What follows belongs to an exercise in optimizing a design on an open flow for small area, a short achievable clock period and few clock cycles per item; a production flow would make more cautious choices. In this exercise RTL edits were held to simulation tests only and were not proved equivalent to the original. No activity file was given, so power comes from the tool's default toggle rates.

File: design/flow/design.v
`timescale 1ns/1ps
`default_nettype none
module step_pe #(
    parameter int POS_LIMIT = 1000  
) (
    input  wire         i_clk,
    input  wire         i_rstn,
    input  wire         i_launch,
    input  wire  [31:0] i_state,
    input  wire         i_act,
    output logic [34:0] o_res,
    output logic        o_valid
);
    logic               valid1;
    logic signed [15:0] pos1;     
    logic signed [15:0] vel1;     
    logic signed [15:0] pos_new;
    logic               done_new;
    logic signed [15:0] in_pos;
    logic signed [15:0] in_vel;
    assign in_pos = i_state[31:16];
    assign in_vel = i_state[15:0];
    always_ff @(posedge i_clk) begin
        if (i_launch) begin
            pos1 <= in_pos;
            vel1 <= i_act ? (in_vel + 16'sd1) : (in_vel - 16'sd1);
        end
    end
    assign pos_new  = pos1 + vel1;
    assign done_new = (pos_new > POS_LIMIT) || (pos_new < -POS_LIMIT);
    always_ff @(posedge i_clk) begin
        if (valid1) begin
            o_res[34:19] <= pos_new;
            o_res[18:3]  <= vel1;
            o_res[2:1]   <= done_new ? 2'd0 : 2'd1;
            o_res[0]     <= done_new;
        end
    end
    always_ff @(posedge i_clk or negedge i_rstn) begin
        if (!i_rstn) begin
            valid1  <= 1'b0;
            o_valid <= 1'b0;
        end else begin
            valid1  <= i_launch;
            o_valid <= valid1;
        end
    end
endmodule
`default_nettype wire
`timescale 1ns/1ps
`default_nettype none
module state_buffer #(
    parameter int N_ENV  = 16,
    parameter int PE_NUM = 4
) (
    input  wire                       i_clk,
    input  wire                       i_rstn,
    input  wire                       i_load_sta,      
    input  wire                       i_load_act,      
    input  wire                       i_commit_batch,  
    input  wire                       i_emit_one,      
    input  wire  [31:0]               i_mem_rdata,
    input  wire  [PE_NUM*35-1:0]      i_res,           
    output logic [PE_NUM*32-1:0]      o_pe_state,
    output logic [PE_NUM-1:0]         o_pe_act,
    output logic [31:0]               o_head_state
);
    logic [31:0]      sta [N_ENV];  
    logic [N_ENV-1:0] act;          
    always_ff @(posedge i_clk) begin
        for (int i = 0; i < N_ENV; i++) begin
            if (i_load_sta) begin
                sta[i] <= (i == N_ENV - 1) ? i_mem_rdata : sta[(i + 1) % N_ENV];
            end else if (i_commit_batch) begin
                sta[i] <= (i < N_ENV - PE_NUM) ? sta[(i + PE_NUM) % N_ENV]
                                               : i_res[(i % PE_NUM)*35 + 3 +: 32];
            end else if (i_emit_one) begin
                sta[i] <= sta[(i + 1) % N_ENV];  
            end
        end
    end
    always_ff @(posedge i_clk or negedge i_rstn) begin
        if (!i_rstn) begin
            act <= '0;
        end else if (i_load_act) begin
            act <= i_mem_rdata[N_ENV-1:0];
        end else if (i_commit_batch) begin
            for (int i = 0; i < N_ENV; i++) begin
                act[i] <= act[(i + PE_NUM) % N_ENV];  
            end
        end
    end
    always_comb begin
        for (int j = 0; j < PE_NUM; j++) begin
            o_pe_state[j*32 +: 32] = sta[j];
        end
    end
    assign o_pe_act     = act[PE_NUM-1:0];
    assign o_head_state = sta[0];
endmodule
`default_nettype wire
`timescale 1ns/1ps
`default_nettype none
module result_packer #(
    parameter int N_ENV  = 16,
    parameter int PE_NUM = 4
) (
    input  wire                  i_clk,
    input  wire                  i_rstn,
    input  wire                  i_valid,
    input  wire  [PE_NUM*35-1:0] i_res,    
    output logic [31:0]          o_rwd_word,
    output logic [31:0]          o_done_word
);
    logic [1:0]       rwd_q [N_ENV];
    logic [N_ENV-1:0] done_q;
    always_ff @(posedge i_clk or negedge i_rstn) begin
        if (!i_rstn) begin
            for (int i = 0; i < N_ENV; i++) begin
                rwd_q[i] <= '0;
            end
            done_q <= '0;
        end else if (i_valid) begin
            for (int i = 0; i < N_ENV; i++) begin
                rwd_q[i]  <= (i < N_ENV - PE_NUM) ? rwd_q[(i + PE_NUM) % N_ENV]
                                                  : i_res[(i % PE_NUM)*35 + 1 +: 2];
                done_q[i] <= (i < N_ENV - PE_NUM) ? done_q[(i + PE_NUM) % N_ENV]
                                                  : i_res[(i % PE_NUM)*35];
            end
        end
    end
    always_comb begin
        o_rwd_word = '0;  
        for (int i = 0; i < N_ENV; i++) begin
            o_rwd_word[i*2 +: 2] = rwd_q[i];
        end
    end
    assign o_done_word = 32'(done_q);
endmodule
`default_nettype wire
`timescale 1ns/1ps
`default_nettype none
module step_sequencer #(
    parameter int N_ENV  = 16,
    parameter int PE_NUM = 4
) (
    input  wire         i_clk,
    input  wire         i_rstn,
    input  wire  [31:0] i_mem_rdata,
    input  wire  [31:0] i_head_state,
    input  wire         i_pe_valid,
    input  wire  [31:0] i_rwd_word,
    input  wire  [31:0] i_done_word,
    output logic [5:0]  o_mem_addr,
    output logic [31:0] o_mem_wdata,
    output logic        o_mem_we,
    output logic        o_load_sta,
    output logic        o_load_act,
    output logic        o_commit_batch,
    output logic        o_emit_one,
    output logic        o_launch
);
    localparam int CLR_FLAG = 2;  
    localparam int ACT_ADDR  = N_ENV;
    localparam int FLAG_ADDR = N_ENV + 1;
    localparam int OBS_ADDR  = N_ENV + 2;
    localparam int RWD_ADDR  = OBS_ADDR + N_ENV;
    localparam int DONE_ADDR = RWD_ADDR + 1;
    localparam int N_BATCH   = N_ENV / PE_NUM;
    localparam logic [2:0] IDLE       = 3'd0;
    localparam logic [2:0] LOAD_STA   = 3'd1;
    localparam logic [2:0] LOAD_ACT   = 3'd2;
    localparam logic [2:0] STEP       = 3'd3;
    localparam logic [2:0] STORE_OBS  = 3'd4;
    localparam logic [2:0] STORE_RWD  = 3'd5;
    localparam logic [2:0] STORE_DONE = 3'd6;
    localparam logic [2:0] CLEAR      = 3'd7;
    logic [2:0] state, state_n;
    logic       idle_q;    
    logic       loaded;    
    logic       rd_sta_q;  
    logic       rd_act_q;  
    logic       busy;      
    logic [5:0] env_cnt;
    logic [5:0] bat_cnt;
    always_comb begin
        state_n = state;
        case (state)
            IDLE: begin
                if (idle_q && i_mem_rdata != '0) begin
                    if (i_mem_rdata == 32'(CLR_FLAG) || !loaded) begin
                        state_n = LOAD_STA;
                    end else begin
                        state_n = LOAD_ACT;
                    end
                end
            end
            LOAD_STA:   if (env_cnt == 6'(N_ENV - 1)) state_n = LOAD_ACT;
            LOAD_ACT:   if (rd_act_q) state_n = STEP;
            STEP:       if (i_pe_valid && bat_cnt == 6'(N_BATCH - 1)) state_n = STORE_OBS;
            STORE_OBS:  if (env_cnt == 6'(N_ENV - 1)) state_n = STORE_RWD;
            STORE_RWD:  state_n = STORE_DONE;
            STORE_DONE: state_n = CLEAR;
            CLEAR:      state_n = IDLE;
            default:    state_n = IDLE;
        endcase
    end
    always_ff @(posedge i_clk or negedge i_rstn) begin
        if (!i_rstn) begin
            state    <= IDLE;
            idle_q   <= 1'b0;
            loaded   <= 1'b0;
            rd_sta_q <= 1'b0;
            rd_act_q <= 1'b0;
            busy     <= 1'b0;
            env_cnt  <= '0;
            bat_cnt  <= '0;
        end else begin
            state    <= state_n;
            idle_q   <= (state == IDLE);
            rd_sta_q <= (state == LOAD_STA);
            rd_act_q <= (state == LOAD_ACT) && !rd_act_q;  
            if (state == LOAD_STA && state_n != LOAD_STA) begin
                loaded <= 1'b1;
            end
            if (state != state_n) begin
                env_cnt <= '0;
            end else if (state == LOAD_STA || state == STORE_OBS) begin
                env_cnt <= env_cnt + 1'b1;
            end
            if (o_launch) begin
                busy <= 1'b1;
            end else if (i_pe_valid) begin
                busy <= 1'b0;
            end
            if (state != STEP) begin
                bat_cnt <= '0;
            end else if (i_pe_valid) begin
                bat_cnt <= bat_cnt + 1'b1;
            end
        end
    end
    assign o_launch = (state == STEP) && !busy;
    assign o_load_sta     = rd_sta_q;
    assign o_load_act     = rd_act_q;
    assign o_commit_batch = (state == STEP) && i_pe_valid;
    assign o_emit_one     = (state == STORE_OBS);
    always_comb begin
        o_mem_wdata = '0;
        o_mem_we    = 1'b0;
        case (state)
            LOAD_STA:   o_mem_addr = env_cnt;
            LOAD_ACT:   o_mem_addr = 6'(ACT_ADDR);
            STORE_OBS: begin
                o_mem_addr  = 6'(OBS_ADDR) + env_cnt;
                o_mem_wdata = i_head_state;
                o_mem_we    = 1'b1;
            end
            STORE_RWD: begin
                o_mem_addr  = 6'(RWD_ADDR);
                o_mem_wdata = i_rwd_word;
                o_mem_we    = 1'b1;
            end
            STORE_DONE: begin
                o_mem_addr  = 6'(DONE_ADDR);
                o_mem_wdata = i_done_word;
                o_mem_we    = 1'b1;
            end
            CLEAR: begin
                o_mem_addr = 6'(FLAG_ADDR);  
                o_mem_we   = 1'b1;
            end
            default:    o_mem_addr = 6'(FLAG_ADDR);  
        endcase
    end
endmodule
`default_nettype wire
`timescale 1ns/1ps
`default_nettype none
module env_step_top #(
    parameter int N_ENV  = 16,
    parameter int PE_NUM = 4
) (
    input  wire         i_clk,
    input  wire         i_rstn,
    input  wire  [31:0] i_mem_rdata,
    output logic [5:0]  o_mem_addr,
    output logic [31:0] o_mem_wdata,
    output logic        o_mem_we
);
    logic                   load_sta;
    logic                   load_act;
    logic                   commit_batch;
    logic                   emit_one;
    logic [31:0]            head_state;
    logic [PE_NUM*32-1:0]   pe_state;
    logic [PE_NUM-1:0]      pe_act;
    logic [PE_NUM*35-1:0]   pe_res;
    logic [PE_NUM-1:0]      pe_valid;     
    logic                   launch;
    logic [31:0]            rwd_word;
    logic [31:0]            done_word;
    step_sequencer #(.N_ENV(N_ENV), .PE_NUM(PE_NUM)) u_seq (
        .i_clk          (i_clk),
        .i_rstn         (i_rstn),
        .i_mem_rdata    (i_mem_rdata),
        .i_head_state   (head_state),
        .i_pe_valid     (&pe_valid),
        .i_rwd_word     (rwd_word),
        .i_done_word    (done_word),
        .o_mem_addr     (o_mem_addr),
        .o_mem_wdata    (o_mem_wdata),
        .o_mem_we       (o_mem_we),
        .o_load_sta     (load_sta),
        .o_load_act     (load_act),
        .o_commit_batch (commit_batch),
        .o_emit_one     (emit_one),
        .o_launch       (launch)
    );
    state_buffer #(.N_ENV(N_ENV), .PE_NUM(PE_NUM)) u_buf (
        .i_clk          (i_clk),
        .i_rstn         (i_rstn),
        .i_load_sta     (load_sta),
        .i_load_act     (load_act),
        .i_commit_batch (commit_batch),
        .i_emit_one     (emit_one),
        .i_mem_rdata    (i_mem_rdata),
        .i_res          (pe_res),
        .o_pe_state     (pe_state),
        .o_pe_act       (pe_act),
        .o_head_state   (head_state)
    );
    for (genvar g = 0; g < PE_NUM; g++) begin : g_pe
        step_pe u_pe (
            .i_clk    (i_clk),
            .i_rstn   (i_rstn),
            .i_launch (launch),
            .i_state  (pe_state[g*32 +: 32]),
            .i_act    (pe_act[g]),
            .o_res    (pe_res[g*35 +: 35]),
            .o_valid  (pe_valid[g])
        );
    end
    result_packer #(.N_ENV(N_ENV), .PE_NUM(PE_NUM)) u_pack (
        .i_clk       (i_clk),
        .i_rstn      (i_rstn),
        .i_valid     (&pe_valid),
        .i_res       (pe_res),
        .o_rwd_word  (rwd_word),
        .o_done_word (done_word)
    );
endmodule
`default_nettype wire
File: design/flow/run.sh
#!/bin/bash
# synth_recipe.tcl (not shown) runs the flow's synth.tcl, then flattens the netlist and writes it again
# the make line also repeats each setting of config.mk as NAME=value (left out here)
make -C /OpenROAD-flow-scripts/flow DESIGN_CONFIG=/design/flow/config.mk WORK_HOME=/design/flow/orfs CLKGATE_MAP_FILE= SYNTH_SCRIPT=/design/flow/synth_recipe.tcl finish
File: design/flow/config.mk
export PLATFORM = sky130hd
export DESIGN_NAME = env_step_top
export DESIGN_NICKNAME = env_step_top
export VERILOG_FILES = /design/flow/design.v
export SDC_FILE = /design/flow/constraint.sdc
export NUM_CORES = 4
export LEC_CHECK = 0
export CAP_MARGIN = 20
export CORE_MARGIN = 2
export CORE_UTILIZATION = 40
export SLEW_MARGIN = 20
File: design/flow/constraint.sdc
create_clock -name core_clock -period 4.5 [get_ports {i_clk}]
set_input_delay 0.9000 -clock core_clock [delete_from_list [all_inputs] [get_ports {i_clk}]]
set_output_delay 0.9000 -clock core_clock [all_outputs]
set_load 0.01 [all_outputs]
==> impl_metrics.json <==
{
  "clock_skew_ns": 0.0298,
  "setup_tns_ns": 0,
  "dp_hpwl_mm": 67.5,
  "ys_warn_count": 6,
  "clkLatencyLatePin_ns": 0.67,
  "slew_headroom_pct": 27.7,
  "ys_seq_area_share_pct": 64.7,
  "rsz0062_at_grt": "no",
  "max_slew.worst_pin.slew_ns": 1.08,
  "cp_max_fo": 14,
  "end_kind": "primary output",
  "grt_use_total_pct": 19.1,
  "cp_num_buf_inv": 2,
  "r2r-start": "g_pe[0].u_pe.vel1[0]$_DFFE_PP_",
  "holdBufCountCts": 0,
  "leakagePower_nw": 15.7,
  "clkTransAtPathRegs_ns": 0.06,
  "setup_viol": 0,
  "hp-class": "input port to async pin",
  "layout-drive-gt1-share_pct": 27.4,
  "fin_crit_ns": 4.15,
  "cts_tree": "done",
  "yosys.area.top_type": "edfxtp_1",
  "cts-root-buf": "clkbuf_16",
  "grt_pass1_wl_mm": 141,
  "numCtsBuffers": 93,
  "post-cts-setup-buffers": 0,
  "path_class": "flop to primary output",
  "async_flop_share_pct": 8.27,
  "cts_sinks": 846,
  "wire_per_inst_um": 23.7,
  "start_kind": "flop",
  "synth_area_um2": 38800,
  "synthDistinctLibCells": 65,
  "io_pins": 73,
  "cp_slowest_cell": "nor2_1",
  "die_w_um": 315,
  "dr.pass1.iters": 5,
  "dr.first_iter.drc_count": 2341,
  "port-buffer-count": 72,
  "initial_core_util_pct": 40.2,
  "fin_crit_sh_pct": 92.3,
  "row_count": 114,
  "synth_nets": 2681,
  "synth.area.top_cells": "edfxtp_1 60%, mux2_2 15%, dfrtp_1 4.5%, ha_1 3.8%, mux2i_1 1.9%",
  "irDropWorstVdd_uv": 260,
  "core_area_um2": 96300,
  "final_hold_viol_count": 0,
  "crit_path_start": "u_seq.state[2]$_DFF_PN0_",
  "grt_pass1_vias": 22000,
  "fmaxAchievable_mhz": 241,
  "ys_ff_latch": 846,
  "cp.arrival_ns": 3.25,
  "finish.utilization_pct": 46.3,
  "maxSlewViolCount": 0,
  "antenna_left": 0,
  "syn-instance-count": 2520,
  "gp_congestion": 0.912,
  "grt_max_degree": 73,
  "cts_max_path_buffers": 3,
  "wirelength_mm": 94.7,
  "die_y_um": 315,
  "synth_ff_type": "edfxtp_1",
  "required_ns": 3.60,
  "area_delta_synth_final_pct": 15.0,
  "crit_path_cell_trace": "nand2b_1 > nor2_1 > buf_12 > and2_1 > clkdlybuf4s50_1",
  "synth_top_area_share_pct": 60.1,
  "drc_errors": 0,
  "nNetsFinal": 2819,
  "die_area_um2": 99400,
  "mostFrequentLayoutCell": "edfxtp_1",
  "status": "complete, no violations",
  "final_cell_mix": "776 x edfxtp_1, 515 x mux2_2, 119 x ha_1",
  "maxCapViolCount": 0,
  "worst_path_largest_cell_delay_ns": 0.71,
  "antenna_found_initial": 5,
  "cts_resized": 0,
  "viasPerCell": 5.48,
  "crit_family": "simple AND/OR/NAND/NOR gates",
  "htree_levels": 3,
  "avgSynthCellArea_um2": 15.4,
  "power.density_nw_per_um2": 371,
  "grt.overflow.total": 0,
  "synth_edf_count": 776,
  "num_vias": 22000
}
-- Yosys cell counts (13+ instances only) --
master / n
nand4_1: 16
nor4_1: 16
nand2_1: 86
or2_2: 13
nor3_1: 30
o21ai_0: 97
dfrtp_1: 70
a21o_1: 33
mux2_2: 515
edfxtp_1: 776
mux2i_1: 75
o21bai_1: 19
a21oi_1: 92
o211ai_1: 16
ha_1: 119
a211oi_1: 13
nor2b_1: 14
xor2_1: 38
nor2_1: 102
or3_1: 14
inv_1: 49
nand3_1: 18
xnor2_1: 78
and2_1: 14
clkbuf_1: 82
-- worst register-to-register path, stage by stage, from the launching register on --
cell and delay, ns:
edfxtp_1 0.39, ha_1 0.25, fa_1 0.43, a211oi_1 0.33, o21ai_0 0.20, nor4b_1 0.20
nor4_1 0.45, nor2_1 0.13, xnor2_1 0.47, o2111ai_1 0.24, mux2_2 0.33
-- area by class of cell --
class                   count  area [um2]
fillers                  8312       51700
flip-flops and latches    846       25100
multi-input cells        1533       13200
clock buffers             116        2480
well taps                1276        1600
repair buffers            135        1450
clock inverters            50         572
inverters                  49         184
diodes                      1        2.50
-- metal layers --
layer / wire length [um] / track usage, % / part of all wire (%) / vias up
met2: 43400 / 29.7 / 46 / 613
li1: - / - / - / 9991
met1: 44300 / 28.0 / 47 / 11200
met4: 2220 / 5.28 / 2.3 / 0
met5: 0 / 0 / 0 / -
met3: 4850 / 2.50 / 5.1 / 137
-- path summary, 6_finish.rpt --
path,to,slack [ns],cells after the start
worst max-delay path,o_mem_wdata[27],0.35,5
worst min-delay path,u_seq.env_cnt[4]$_DFFE_PN0P_,0.37,1
worst max register to register,g_pe[0].u_pe.o_res[0]$_DFFE_PP_,0.84,10
worst min register to register,g_pe[1].u_pe.pos1[8]$_DFFE_PP_,0.43,0
max in group asynchronous,g_pe[1].u_pe.valid1$_DFF_PN0_,3.31,1
min in group core_clock,g_pe[1].u_pe.pos1[8]$_DFFE_PP_,0.43,0
-- kinds of logic (layout without fill, tap and decap cells) --
family                   after synthesis  after routing  share of synthesized area [%]
AND/OR/NAND/NOR                      356            356                           4.47
buffers and inverters                141            350                           1.37
AO/OA/AOI/OAI                        342            342                           5.67
flip-flops                           846            846                           64.7
other                                  0              1                              0
adder cells (fa/ha/maj)              128            128                           4.28
multiplexers                         590            590                           16.9
XOR/XNOR                             117            117                           2.66
-- flip-flops by register name, indices dropped and copies added, names as in the netlist, 6 cells and up --
signal,count
u_buf.sta,512
g_pe.u_pe.o_res,136
g_pe.u_pe.pos1,64
g_pe.u_pe.vel1,64
u_buf.act,16
u_pack.done_q,16
u_pack.rwd_q,16
u_seq.bat_cnt,6
u_seq.env_cnt,6
-- power breakdown --
group	internal, W	switching [W]	leakage (nW)	total, W
registers	0.00851	0.0000277	7.78	0.00854
logic	0.000139	0.000167	6.47	0.000307
clock network	0.00454	0.00317	1.47	0.00771
total	0.0132	0.00336	15.7	0.0165
-- metrics by stage --
stage | hold slack (ns) | worst slack [ns] | cells | power [W] | instance area, um2
floorplan | 0.420 | 0.691 | 2520 | 0.00887 | 38800
global placement | 0.428 | 0.947 | 3839 | 0.00900 | 41500
detailed placement | 0.432 | 0.850 | 3839 | 0.00900 | 41500
CTS | 0.429 | 0.286 | 4005 | 0.0167 | 44500
global route | 0.448 | 0.165 | 4005 | 0.0170 | 44500
finish | 0.370 | 0.347 | 4006 | 0.0165 | 44600
Testbench counts, summed over its fixed seeds: cycles 59,088, steps 1,600.

==> what the ideal ports hide <==
The flow's constraints put no driver on any port. The routed layout listed below was extracted and timed again, unchanged, in two steps. Step 1 assumes that a clkbuf_16 drives the clock port and a buf_2 every other input. Step 2 also shifts input and output timing later by t, the mid clock arrival at the registers, as if the neighbouring blocks saw the same clock. Slacks: no drivers / after step 1 / after step 2; pairs: no drivers / after step 1.
shift t [ns]: 0.718
slack for setup (ns): 0.347 / 0.281 / 0.837
hold WS [ns]: 0.370 / 0.328 / 0.432
worst setup path after step 2: register to register
worst register clock-pin slew, ns: 0.07 / 0.07
After both steps this run still meets setup and hold. For this run, drivers alone change the setup slack by -0.066 ns; drivers and shift together by +0.490 ns.
